Context: an optimization exercise on an open-source flow, tuned for small area and a short achievable clock period. The choices shown serve that exercise and are no tape-out recipe. The RTL was checked by simulation tests, not by an equivalence proof against the original design. Power figures rest on the tool's default switching activity, not on a simulated workload.

## pong_sprite_renderer
module pong_sprite_renderer #(
    parameter int          N_SPRITES = 8,
    parameter int          IDX_W     = 3,
    parameter int          COORD_W   = 16,
    parameter logic [11:0] BG_COLOR  = 12'h111,
    parameter int          LATENCY   = 2
) (
    input  logic               clk,
    input  logic               rst,
    input  logic [COORD_W-1:0] h_cnt,
    input  logic [COORD_W-1:0] v_cnt,
    input  logic               pix_valid,
    input  logic [1:0]         sync_in,
    input  logic               frame_start,
    input  logic               wr_en,
    input  logic [IDX_W-1:0]   wr_idx,
    input  logic [COORD_W-1:0] wr_px,
    input  logic [COORD_W-1:0] wr_py,
    input  logic [COORD_W-1:0] wr_hw,
    input  logic [COORD_W-1:0] wr_hh,
    input  logic [11:0]        wr_color,
    input  logic               wr_enable,
    input  logic               cfg_commit,
    output logic               commit_pending,
    output logic [11:0]        rgb_out,
    output logic               rgb_valid,
    output logic [1:0]         sync_out
);
Size in the first run: roughly 0.053 mm² of cells after synthesis.
==> flow/config.mk <==
export PLATFORM = sky130hd
export DESIGN_NAME = pong_sprite_renderer
export DESIGN_NICKNAME = pong_sprite_renderer
export VERILOG_FILES = /design/flow/design.v
export SDC_FILE = /design/flow/constraint.sdc
export NUM_CORES = 4
export LEC_CHECK = 0
export CAP_MARGIN = 20
export CORE_MARGIN = 2
export CORE_UTILIZATION = 60
export CTS_CLUSTER_DIAMETER = 150
export CTS_CLUSTER_SIZE = 25
export PLACE_DENSITY = 0.72
export SETUP_SLACK_MARGIN = 4.05
export SLEW_MARGIN = 20
==> flow/constraint.sdc <==
create_clock -name core_clock -period 6.5 [get_ports {clk}]
set_input_delay 1.3000 -clock core_clock [delete_from_list [all_inputs] [get_ports {clk}]]
set_output_delay 1.3000 -clock core_clock [all_outputs]
set_load 0.01 [all_outputs]
standard.sh (not shown) runs the stock make flow with config.mk's settings and CLKGATE_MAP_FILE= SYNTH_SCRIPT=/design/flow/synth_recipe.tcl, a recipe that flattens the netlist after the stock synthesis.
==> flow/flow/run.sh <==
#!/bin/bash
# Standard synthesis, then the combinational logic re-mapped by ABC for delay
# (flip-flop instances untouched), then the standard layout from floorplan on.
set -euo pipefail
here=$(pwd)
bash standard.sh synth > "$here/synth_std.log" 2>&1
R=$here/orfs/results/$FLOW_PLATFORM/pong_sprite_renderer/base
O=$here/orfs/objects/$FLOW_PLATFORM/pong_sprite_renderer/base
cp "$R/1_2_yosys.v" "$here/1_2_yosys_std.v"
YOSYS=yosys
[ -x "$FLOW_HOME/../tools/install/yosys/bin/yosys" ] && YOSYS="$FLOW_HOME/../tools/install/yosys/bin/yosys"
export REMAP_LIB="$FLOW_HOME/platforms/sky130hd/lib/sky130_fd_sc_hd__tt_025C_1v80.lib"
export REMAP_IN="$here/1_2_yosys_std.v"
export REMAP_OUT="$here/1_2_yosys_remap.v"
export REMAP_TOP="$FLOW_TOP"
export REMAP_CONSTR="$O/abc.constr"
export REMAP_SCRIPT="$here/flow/remap.abc"
export REMAP_DONTUSE="$(grep -o -- '-dont_use [A-Za-z0-9_]*' "$here/orfs/logs/$FLOW_PLATFORM/pong_sprite_renderer/base/1_2_yosys.log" | sort -u | tr '\n' ' ')"
"$YOSYS" -c "$here/flow/remap.tcl" > "$here/remap.log" 2>&1
cp "$REMAP_OUT" "$R/1_2_yosys.v"
touch "$R/1_2_yosys.v"
bash standard.sh > "$here/layout.log" 2>&1
==> flow/flow/remap.abc <==
&get -n
&st
&syn2
&sopb
&put
dch -f
map -D 1000
topo
buffer -p
upsize -D 1000
dnsize -D 1000
==> flow/flow/remap.tcl <==
# Re-map the combinational logic of the standard synthesis netlist with ABC,
# keeping every flip-flop (and tie) cell instance, with its name and cell type.
yosys -import
set lib $::env(REMAP_LIB)
read_liberty -ignore_miss_func -ignore_miss_dir -setattr liberty_cell $lib
read_verilog $::env(REMAP_IN)
hierarchy -top $::env(REMAP_TOP)
setattr -mod -set keep_hierarchy 1 sky130_fd_sc_hd__df* sky130_fd_sc_hd__edf* sky130_fd_sc_hd__conb_1
flatten
opt_clean -purge
techmap
opt -fast
abc -liberty $lib {*}$::env(REMAP_DONTUSE) -constr $::env(REMAP_CONSTR) -script $::env(REMAP_SCRIPT)
opt_clean -purge
setundef -zero
hilomap -singleton -hicell sky130_fd_sc_hd__conb_1 HI -locell sky130_fd_sc_hd__conb_1 LO
insbuf -buf sky130_fd_sc_hd__buf_4 A X
splitnets
opt_clean -purge
yosys rename -enumerate
check
blackbox sky130_fd_sc_hd__*
stat -liberty $lib
write_verilog -noattr -nohex -nodec $::env(REMAP_OUT)
The first run finished with timing, DRC and antenna clean.
==> next run, changes <==
--- a/flow/config.mk
+++ b/flow/config.mk
@@ -13,3 +13,3 @@
 export PLACE_DENSITY = 0.72
-export SETUP_SLACK_MARGIN = 4.05
+export SETUP_SLACK_MARGIN = 3.9
 export SLEW_MARGIN = 20
The new run finished with timing, DRC and antenna clean; power went down by 1.7%; wire length fell by 7.1%; clock-buffer cell count is unchanged.
==> next run, changes <==
--- a/flow/config.mk
+++ b/flow/config.mk
@@ -12,4 +12,3 @@
 export CTS_CLUSTER_SIZE = 25
-export PLACE_DENSITY = 0.72
-export SETUP_SLACK_MARGIN = 3.9
+export SETUP_SLACK_MARGIN = 3.5
 export SLEW_MARGIN = 20
After rerunning: The new run finished with timing, DRC and antenna clean. First-iteration DRC count goes down by 7.3%. Worst setup slack gets worse by 0.22 ns. Critical path depth goes up by 1. Total power goes down by 0.84%. Clock power goes up by about 1%. Via count goes down by 2.5%. Final area goes down by 3.5%. Register-to-register slack gets worse by 0.34 ns. Worst hold slack gets better by 0.0076 ns. Die area stays the same. Wire length goes up by 0.68%.
==> next run, changes <==
--- a/flow/config.mk
+++ b/flow/config.mk
@@ -9,6 +9,7 @@
 export CORE_MARGIN = 2
-export CORE_UTILIZATION = 60
+export CORE_UTILIZATION = 66
 export CTS_CLUSTER_DIAMETER = 150
 export CTS_CLUSTER_SIZE = 25
-export SETUP_SLACK_MARGIN = 3.5
+export PLACE_DENSITY = 0.76
+export SETUP_SLACK_MARGIN = 3.9
 export SLEW_MARGIN = 20
What happened:
- synthesized area is unchanged
- final area is higher by 2.9%
- global-route usage is higher by 2.0 points
- combinational power is higher by about 10%
==> next run, changes <==
--- a/flow/flow/run.sh
+++ b/flow/flow/run.sh
@@ -21,2 +21,5 @@
 touch "$R/1_2_yosys.v"
+# ports get the small plain buffer rather than the delay cell the
+# resizer picks by default
+export BUFFER_PORTS_ARGS="-buffer_cell sky130_fd_sc_hd__buf_2"
 bash standard.sh > "$here/layout.log" 2>&1
First-iteration DRC count climbs by 7.7%.
Total power drops by about 0.9%.
Register-to-register slack is better by 0.04 ns.
Area after synthesis does not change.
Final cell count went down by about 1.3%.
==> next run, changes <==
--- a/flow/flow/run.sh
+++ b/flow/flow/run.sh
@@ -21,5 +21,2 @@
 touch "$R/1_2_yosys.v"
-# ports get the small plain buffer rather than the delay cell the
-# resizer picks by default
-export BUFFER_PORTS_ARGS="-buffer_cell sky130_fd_sc_hd__buf_2"
 bash standard.sh > "$here/layout.log" 2>&1
--- a/flow/config.mk
+++ b/flow/config.mk
@@ -9,7 +9,8 @@
 export CORE_MARGIN = 2
-export CORE_UTILIZATION = 66
+export CORE_UTILIZATION = 60
 export CTS_CLUSTER_DIAMETER = 150
 export CTS_CLUSTER_SIZE = 25
-export PLACE_DENSITY = 0.76
+export PLACE_DENSITY = 0.72
 export SETUP_SLACK_MARGIN = 3.9
 export SLEW_MARGIN = 20
+export TNS_END_PERCENT = 30
Effect: Non-clock buffer count increases by 51; routed wire length increases by 3.2%; global-route usage decreases by 2.1 points; final area increases by 2.6%; total power increases by 0.70%; utilization decreases by 5.0 points.

========
Setup of JK:
pong_sprite_renderer again, from the RTL that the note above started with.
clock: 6.5 ns
lec_check: 0
cap_margin: 20
core_margin: 2
core_utilization: 60
cts_cluster_diameter: 150
cts_cluster_size: 25
place_density: 0.72
setup_slack_margin: 3.9
slew_margin: 20
==> flow/flow/run.sh <==
#!/bin/bash
# Standard synthesis, then the combinational logic re-mapped by ABC for delay
# (flip-flop instances untouched), then the standard layout from floorplan on.
set -euo pipefail
here=$(pwd)
bash standard.sh synth > "$here/synth_std.log" 2>&1
R=$here/orfs/results/$FLOW_PLATFORM/pong_sprite_renderer/base
O=$here/orfs/objects/$FLOW_PLATFORM/pong_sprite_renderer/base
cp "$R/1_2_yosys.v" "$here/1_2_yosys_std.v"
YOSYS=yosys
[ -x "$FLOW_HOME/../tools/install/yosys/bin/yosys" ] && YOSYS="$FLOW_HOME/../tools/install/yosys/bin/yosys"
export REMAP_LIB="$FLOW_HOME/platforms/sky130hd/lib/sky130_fd_sc_hd__tt_025C_1v80.lib"
export REMAP_IN="$here/1_2_yosys_std.v"
export REMAP_OUT="$here/1_2_yosys_remap.v"
export REMAP_TOP="$FLOW_TOP"
export REMAP_CONSTR="$O/abc.constr"
export REMAP_SCRIPT="$here/flow/remap.abc"
export REMAP_DONTUSE="$(grep -o -- '-dont_use [A-Za-z0-9_]*' "$here/orfs/logs/$FLOW_PLATFORM/pong_sprite_renderer/base/1_2_yosys.log" | sort -u | tr '\n' ' ')"
"$YOSYS" -c "$here/flow/remap.tcl" > "$here/remap.log" 2>&1
cp "$REMAP_OUT" "$R/1_2_yosys.v"
touch "$R/1_2_yosys.v"
bash standard.sh > "$here/layout.log" 2>&1
==> flow/flow/remap.abc <==
&get -n
&st
&syn2
&sopb
&syn2
&sopb
&put
dch -f
map -D 1000
topo
buffer -p
upsize -D 1000
dnsize -D 1000
Scripts as last shown in full above: flow/flow/remap.tcl
JK went all the way through the flow, and no timing, DRC or antenna check failed.
For MS, these inputs were changed with respect to JK:
- removing PLACE_DENSITY (formerly 0.72)
- changing SETUP_SLACK_MARGIN from 3.9 to 3.5
==> flow/flow/remap.abc <==
strash
dc2
dch -f
map -D 1500
topo
buffer -p
upsize -D 1500
dnsize -D 1500
## What came out
JK → MS: horizontal die dimension now sits lower, number of antenna violations at the first check in global routing now sits lower, final critical delay including setup and external delays now sits higher.
Looking only at post-place instance area, and setting everything else aside, the lower value of MS and JK goes to MS.
Via count (MS / JK): 0.839
MS vs. JK: setup slack went down by 500 ps.
Edits applied to the flow inputs when going from MS to AL:
- changing SETUP_SLACK_MARGIN from 3.5 to 3.9
==> flow/flow/remap.abc <==
&get -n
&st
&syn2
&sopb
&put
dch -f
map -D 1000
topo
buffer -p
upsize -D 1000
dnsize -D 1000
[summary]
- Compared with MS, AL shows a die area that is 6.5% higher.
- Taking AL as 1.0, MS lands at 0.836 on synthesized netlist net count.
- The layout filler cell count of AL exceeds that of MS by 391.
- AL: growth of design area from synthesis to finish 0.81 points above MS
- [compare] base=MS new=AL: horizontal extent of the die rose by 3.2%; number of cells on the critical path fell by 10; cell area reported after detailed placement rose by 5.9%; delay of the slowest cell on the worst path rose by 190 ps; count of clock-buffer cells in the layout rose by about 2.8%.
- Looking at final clock period utilization by the worst path, AL sits below MS.
- Against MS, wire length in AL rose by more than a quarter.
Here is what was changed in the inputs of TR compared with AL.
- PLACE_DENSITY: unset -> 0.72
- SETUP_SLACK_MARGIN: 3.9 -> 3.75
### Flow results
- | internal cell power | lower: TR |
- For the total power, TR came in 0.26 mW lower than AL did.
- Number of buffers outside the clock class in the layout, TR vs AL: down by more than 10%
- [compare] base=AL new=TR: design area moved down, overall via count from detail_route went down.
- Sort TR and AL by required time reported for the critical path endpoint, ascending, and TR comes first.
- Compared TR vs AL, and final core utilization is down in TR.
- Compared with AL, TR shows length in cells of the worst reg-to-reg path lower by 3.

========
== try-raven ==
The RTL this note starts from:
==> flow/design.v <==
`default_nettype none
module pong_sprite_renderer #(
    parameter int          N_SPRITES = 8,
    parameter int          IDX_W     = 3,
    parameter int          COORD_W   = 16,
    parameter logic [11:0] BG_COLOR  = 12'h111,
    parameter int          LATENCY   = 2
) (
    input  logic               clk,
    input  logic               rst,
    input  logic [COORD_W-1:0] h_cnt,
    input  logic [COORD_W-1:0] v_cnt,
    input  logic               pix_valid,
    input  logic [1:0]         sync_in,
    input  logic               frame_start,
    input  logic               wr_en,
    input  logic [IDX_W-1:0]   wr_idx,
    input  logic [COORD_W-1:0] wr_px,
    input  logic [COORD_W-1:0] wr_py,
    input  logic [COORD_W-1:0] wr_hw,
    input  logic [COORD_W-1:0] wr_hh,
    input  logic [11:0]        wr_color,
    input  logic               wr_enable,
    input  logic               cfg_commit,
    output logic               commit_pending,
    output logic [11:0]        rgb_out,
    output logic               rgb_valid,
    output logic [1:0]         sync_out
);
    localparam int CW = COORD_W;
    logic r_commit_pending;
    logic w_commit_now;
    logic w_wr_ok;
    assign w_commit_now = frame_start && (r_commit_pending || cfg_commit);
    assign w_wr_ok      = wr_en && ({1'b0, wr_idx} < (IDX_W+1)'(N_SPRITES));
    logic [CW:0] w_lo_h, w_hi_h, w_lo_v, w_hi_v;    
    logic [CW:0] w_dlo_h, w_dlo_v;
    assign w_dlo_h = {1'b0, wr_px} - {1'b0, wr_hw};
    assign w_dlo_v = {1'b0, wr_py} - {1'b0, wr_hh};
    assign w_lo_h  = w_dlo_h;                        
    assign w_lo_v  = w_dlo_v;
    assign w_hi_h  = {1'b0, wr_px} + {1'b0, wr_hw};  
    assign w_hi_v  = {1'b0, wr_py} + {1'b0, wr_hh};
    logic [CW:0]   r_sh_lo_h [N_SPRITES];
    logic [CW:0]   r_sh_hi_h [N_SPRITES];
    logic [CW:0]   r_sh_lo_v [N_SPRITES];
    logic [CW:0]   r_sh_hi_v [N_SPRITES];
    logic [11:0]   r_sh_color[N_SPRITES];
    logic          r_sh_en   [N_SPRITES];
    logic [CW:0]   r_act_lo_h [N_SPRITES];
    logic [CW:0]   r_act_hi_h [N_SPRITES];
    logic [CW:0]   r_act_lo_v [N_SPRITES];
    logic [CW:0]   r_act_hi_v [N_SPRITES];
    logic [11:0]   r_act_color[N_SPRITES];
    logic          r_act_en   [N_SPRITES];
    always_ff @(posedge clk or negedge rst) begin
        if (!rst) begin
            r_commit_pending <= 1'b0;
        end else if (w_commit_now) begin
            r_commit_pending <= 1'b0;
        end else if (cfg_commit) begin
            r_commit_pending <= 1'b1;
        end
    end
    logic [CW-1:0] r_h, r_v, r_hn, r_vn;    
    logic          r_vld0, r_vld1;
    logic [1:0]    r_sync0, r_sync1;
    always_ff @(posedge clk or negedge rst) begin
        if (!rst) begin
            r_vld0  <= 1'b0;
            r_vld1  <= 1'b0;
            r_sync0 <= 2'b00;
            r_sync1 <= 2'b00;
        end else begin
            r_vld0  <= pix_valid;
            r_vld1  <= r_vld0;
            r_sync0 <= sync_in;
            r_sync1 <= r_sync0;
        end
    end
    always_ff @(posedge clk) begin
        r_h  <= h_cnt;
        r_v  <= v_cnt;
        r_hn <= ~h_cnt;
        r_vn <= ~v_cnt;
    end
    logic [N_SPRITES-1:0] w_hit;
    generate
        for (genvar gi = 0; gi < N_SPRITES; gi++) begin : g_sprite
            logic w_sel;
            assign w_sel = w_wr_ok && (wr_idx == IDX_W'(gi));
            always_ff @(posedge clk or negedge rst) begin
                if (!rst) begin
                    r_sh_en[gi]  <= 1'b0;
                    r_act_en[gi] <= 1'b0;
                end else begin
                    if (w_sel)        r_sh_en[gi]  <= wr_enable;
                    if (w_commit_now) r_act_en[gi] <= r_sh_en[gi];
                end
            end
            always_ff @(posedge clk) begin
                if (w_sel) begin
                    r_sh_lo_h[gi]  <= w_lo_h;
                    r_sh_hi_h[gi]  <= w_hi_h;
                    r_sh_lo_v[gi]  <= w_lo_v;
                    r_sh_hi_v[gi]  <= w_hi_v;
                    r_sh_color[gi] <= wr_color;
                end
                if (w_commit_now) begin
                    r_act_lo_h[gi]  <= r_sh_lo_h[gi];
                    r_act_hi_h[gi]  <= r_sh_hi_h[gi];
                    r_act_lo_v[gi]  <= r_sh_lo_v[gi];
                    r_act_hi_v[gi]  <= r_sh_hi_v[gi];
                    r_act_color[gi] <= r_sh_color[gi];
                end
            end
            logic w_gt_h, w_lt_h, w_gt_v, w_lt_v;
            always_comb begin
                w_gt_h = 1'b0;
                w_lt_h = 1'b0;
                w_gt_v = 1'b0;
                w_lt_v = 1'b0;
                for (int b = 0; b < CW; b++) begin
                    w_gt_h = (r_h[b] & ~r_act_lo_h[gi][b]) | ((r_h[b] | ~r_act_lo_h[gi][b]) & w_gt_h);
                    w_lt_h = (r_act_hi_h[gi][b] & r_hn[b]) | ((r_act_hi_h[gi][b] | r_hn[b]) & w_lt_h);
                    w_gt_v = (r_v[b] & ~r_act_lo_v[gi][b]) | ((r_v[b] | ~r_act_lo_v[gi][b]) & w_gt_v);
                    w_lt_v = (r_act_hi_v[gi][b] & r_vn[b]) | ((r_act_hi_v[gi][b] | r_vn[b]) & w_lt_v);
                end
            end
            assign w_hit[gi] = r_act_en[gi]
                            && (r_act_lo_h[gi][CW] || w_gt_h) && (r_act_hi_h[gi][CW] || w_lt_h)
                            && (r_act_lo_v[gi][CW] || w_gt_v) && (r_act_hi_v[gi][CW] || w_lt_v);
        end
    endgenerate
    logic [11:0] w_c01, w_c23, w_c45, w_c67, w_c03, w_c47, w_color;
    logic        w_h01, w_h23, w_h45, w_h03;
    logic [11:0] r_rgb;
    assign w_h01   = w_hit[0] | w_hit[1];
    assign w_h23   = w_hit[2] | w_hit[3];
    assign w_h45   = w_hit[4] | w_hit[5];
    assign w_h03   = w_h01 | w_h23;
    assign w_c01   = w_hit[0] ? r_act_color[0] : r_act_color[1];
    assign w_c23   = w_hit[2] ? r_act_color[2] : r_act_color[3];
    assign w_c45   = w_hit[4] ? r_act_color[4] : r_act_color[5];
    assign w_c67   = w_hit[6] ? r_act_color[6] : (w_hit[7] ? r_act_color[7] : BG_COLOR);
    assign w_c03   = w_h01 ? w_c01 : w_c23;
    assign w_c47   = w_h45 ? w_c45 : w_c67;
    assign w_color = w_h03 ? w_c03 : w_c47;
    always_ff @(posedge clk or negedge rst) begin
        if (!rst) begin
            r_rgb <= 12'h000;
        end else begin
            r_rgb <= r_vld0 ? w_color : 12'h000;
        end
    end
    assign commit_pending = r_commit_pending;
    assign rgb_out        = r_rgb;
    assign rgb_valid      = r_vld1;
    assign sync_out       = r_sync1;
endmodule
`default_nettype wire
clock: 6.5 ns
lec_check: 0
cap_margin: 20
core_margin: 2
core_utilization: 60
cts_buf_list: sky130_fd_sc_hd__clkbuf_8 sky130_fd_sc_hd__clkbuf_4
cts_cluster_size: 20
setup_slack_margin: 3.5
slew_margin: 20
run.sh (not shown) runs the stock make flow with config.mk's settings and CLKGATE_MAP_FILE= SYNTH_SCRIPT=/design/flow/synth_recipe.tcl, a recipe that flattens the netlist after the stock synthesis.
Stock flow here: none of the scripts above is used.
In summary, try-raven completed successfully, with a layout that passed the timing, DRC and antenna checks.
The inputs of try-amber differ from those of try-raven as listed below.
diff --git a/flow/config.mk b/flow/config.mk
--- a/flow/config.mk
+++ b/flow/config.mk
@@ -9,5 +9,3 @@
 export CORE_MARGIN = 2
-export CORE_UTILIZATION = 60
-export CTS_BUF_LIST = sky130_fd_sc_hd__clkbuf_8 sky130_fd_sc_hd__clkbuf_4
-export CTS_CLUSTER_SIZE = 20
+export CORE_UTILIZATION = 70
 export SETUP_SLACK_MARGIN = 3.5
==> comparison <==
- Against try-raven, the final cell area of try-amber is higher.
- Summary — setup slack, try-amber relative to try-raven: lower, by 150 ps.
- Core occupancy in the finished layout for try-amber is higher than for try-raven.
- Cmp try-raven and try-amber / total power / lower: try-raven
- Of try-amber and try-raven, it is try-amber that has the higher count of plain and timing-repair buffers in the layout.
- try-raven → try-amber: final clock period utilization by the worst path went up by 2.3 points, total global routing track utilization went up by 6.0 points.
For try-juniper, these inputs were changed with respect to try-amber:
==> flow/flow/run.sh (new file) <==
#!/bin/bash
# Standard synthesis, then the combinational logic re-mapped by ABC for delay
# (flip-flop instances untouched), then the standard layout from floorplan on.
set -euo pipefail
here=$(pwd)
bash standard.sh synth > "$here/synth_std.log" 2>&1
R=$here/orfs/results/$FLOW_PLATFORM/pong_sprite_renderer/base
O=$here/orfs/objects/$FLOW_PLATFORM/pong_sprite_renderer/base
cp "$R/1_2_yosys.v" "$here/1_2_yosys_std.v"
YOSYS=yosys
[ -x "$FLOW_HOME/../tools/install/yosys/bin/yosys" ] && YOSYS="$FLOW_HOME/../tools/install/yosys/bin/yosys"
export REMAP_LIB="$FLOW_HOME/platforms/sky130hd/lib/sky130_fd_sc_hd__tt_025C_1v80.lib"
export REMAP_IN="$here/1_2_yosys_std.v"
export REMAP_OUT="$here/1_2_yosys_remap.v"
export REMAP_TOP="$FLOW_TOP"
export REMAP_CONSTR="$O/abc.constr"
export REMAP_SCRIPT="$here/flow/remap.abc"
export REMAP_DONTUSE="$(grep -o -- '-dont_use [A-Za-z0-9_]*' "$here/orfs/logs/$FLOW_PLATFORM/pong_sprite_renderer/base/1_2_yosys.log" | sort -u | tr '\n' ' ')"
"$YOSYS" -c "$here/flow/remap.tcl" > "$here/remap.log" 2>&1
cp "$REMAP_OUT" "$R/1_2_yosys.v"
touch "$R/1_2_yosys.v"
bash standard.sh > "$here/layout.log" 2>&1
==> flow/flow/remap.abc (new file) <==
strash
dc2
dch -f
map -D 1500
topo
buffer -p
upsize -D 1500
dnsize -D 1500
==> flow/flow/remap.tcl (new file) <==
# Re-map the combinational logic of the standard synthesis netlist with ABC,
# keeping every flip-flop (and tie) cell instance, with its name and cell type.
yosys -import
set lib $::env(REMAP_LIB)
read_liberty -ignore_miss_func -ignore_miss_dir -setattr liberty_cell $lib
read_verilog $::env(REMAP_IN)
hierarchy -top $::env(REMAP_TOP)
setattr -mod -set keep_hierarchy 1 sky130_fd_sc_hd__df* sky130_fd_sc_hd__edf* sky130_fd_sc_hd__conb_1
flatten
opt_clean -purge
techmap
opt -fast
abc -liberty $lib {*}$::env(REMAP_DONTUSE) -constr $::env(REMAP_CONSTR) -script $::env(REMAP_SCRIPT)
opt_clean -purge
setundef -zero
hilomap -singleton -hicell sky130_fd_sc_hd__conb_1 HI -locell sky130_fd_sc_hd__conb_1 LO
insbuf -buf sky130_fd_sc_hd__buf_4 A X
splitnets
opt_clean -purge
yosys rename -enumerate
check
blackbox sky130_fd_sc_hd__*
stat -liberty $lib
write_verilog -noattr -nohex -nodec $::env(REMAP_OUT)
==> flow/standard.sh (new file) <==
#!/bin/bash
# synth_recipe.tcl (not shown) runs the flow's synth.tcl, then flattens the netlist and writes it again
# the make line also repeats each setting of config.mk as NAME=value (left out here)
make -C /OpenROAD-flow-scripts/flow DESIGN_CONFIG=/design/flow/config.mk WORK_HOME=/design/flow/orfs CLKGATE_MAP_FILE= SYNTH_SCRIPT=/design/flow/synth_recipe.tcl "${@:-finish}"
diff --git a/flow/config.mk b/flow/config.mk
--- a/flow/config.mk
+++ b/flow/config.mk
@@ -9,3 +9,5 @@
 export CORE_MARGIN = 2
-export CORE_UTILIZATION = 70
+export CORE_UTILIZATION = 60
+export CTS_CLUSTER_DIAMETER = 150
+export CTS_CLUSTER_SIZE = 25
 export SETUP_SLACK_MARGIN = 3.5
removed: flow/run.sh
### Flow results
- Row synthesized area: try-juniper lower / try-amber higher
- The routed wire length number comes out higher for try-amber vs try-juniper.
- For try-juniper, the uppermost layer routed was met4, unlike try-amber, where it was met5.
- Core utilization down 15 points in try-juniper wrt try-amber
- Number of non-filler instances in the completed layout (try-juniper over try-amber): decrease, 51
- try-amber → try-juniper: first-pass detailed-route iteration total decreased by 1 relative to the old numbers, number of nets in the synthesized netlist dropped 137, number of buffers outside the clock class in the layout +about 6%, required time at the endpoint of the critical path fell by 20 ps.

what the ideal ports hide:
In the flow no input, the clock included, has a driving cell. The finished layouts below were timed again as built, in two steps. Step 1 assumes that a clkbuf_16 drives the clock port and a buf_2 every other input. Step 2 also shifts input and output timing later by t, the mid clock arrival at the registers, as if the neighbouring blocks saw the same clock. Three values: ideal, step 1, step 2; two values: the first two.
run | shift t [ns] | setup slack, ns | cell pins on the clock port's net
the first run of note 1 | 0.742 | 3.774 / 3.801 / 3.058 | 1
the second run of note 1 | 0.740 | 3.772 / 3.794 / 3.054 | 1
the third run of note 1 | 0.747 | 3.555 / 3.567 / 2.847 | 1
the fourth run of note 1 | 0.752 | 3.778 / 3.778 / 3.074 | 1
the fifth run of note 1 | 0.743 | 3.777 / 3.771 / 3.028 | 1
the sixth run of note 1 | 0.738 | 3.672 / 3.607 / 2.995 | 1
JK | 0.738 | 3.630 / 3.660 / 2.922 | 1
MS | 0.737 | 3.127 / 3.134 / 2.397 | 1
AL | 0.752 | 3.789 / 3.827 / 3.074 | 1
TR | 0.739 | 3.689 / 3.737 / 2.998 | 1
try-raven | 0.917 | 3.074 / 3.074 / 2.263 | 1
try-amber | 0.784 | 2.923 / 2.923 / 2.184 | 1
try-juniper | 0.726 | 3.188 / 3.182 / 2.457 | 1
After both steps setup and hold are still met in every run listed. For try-raven, which loses most, drivers alone change the setup slack by 0.000 ns; drivers and shift together by -0.811 ns.
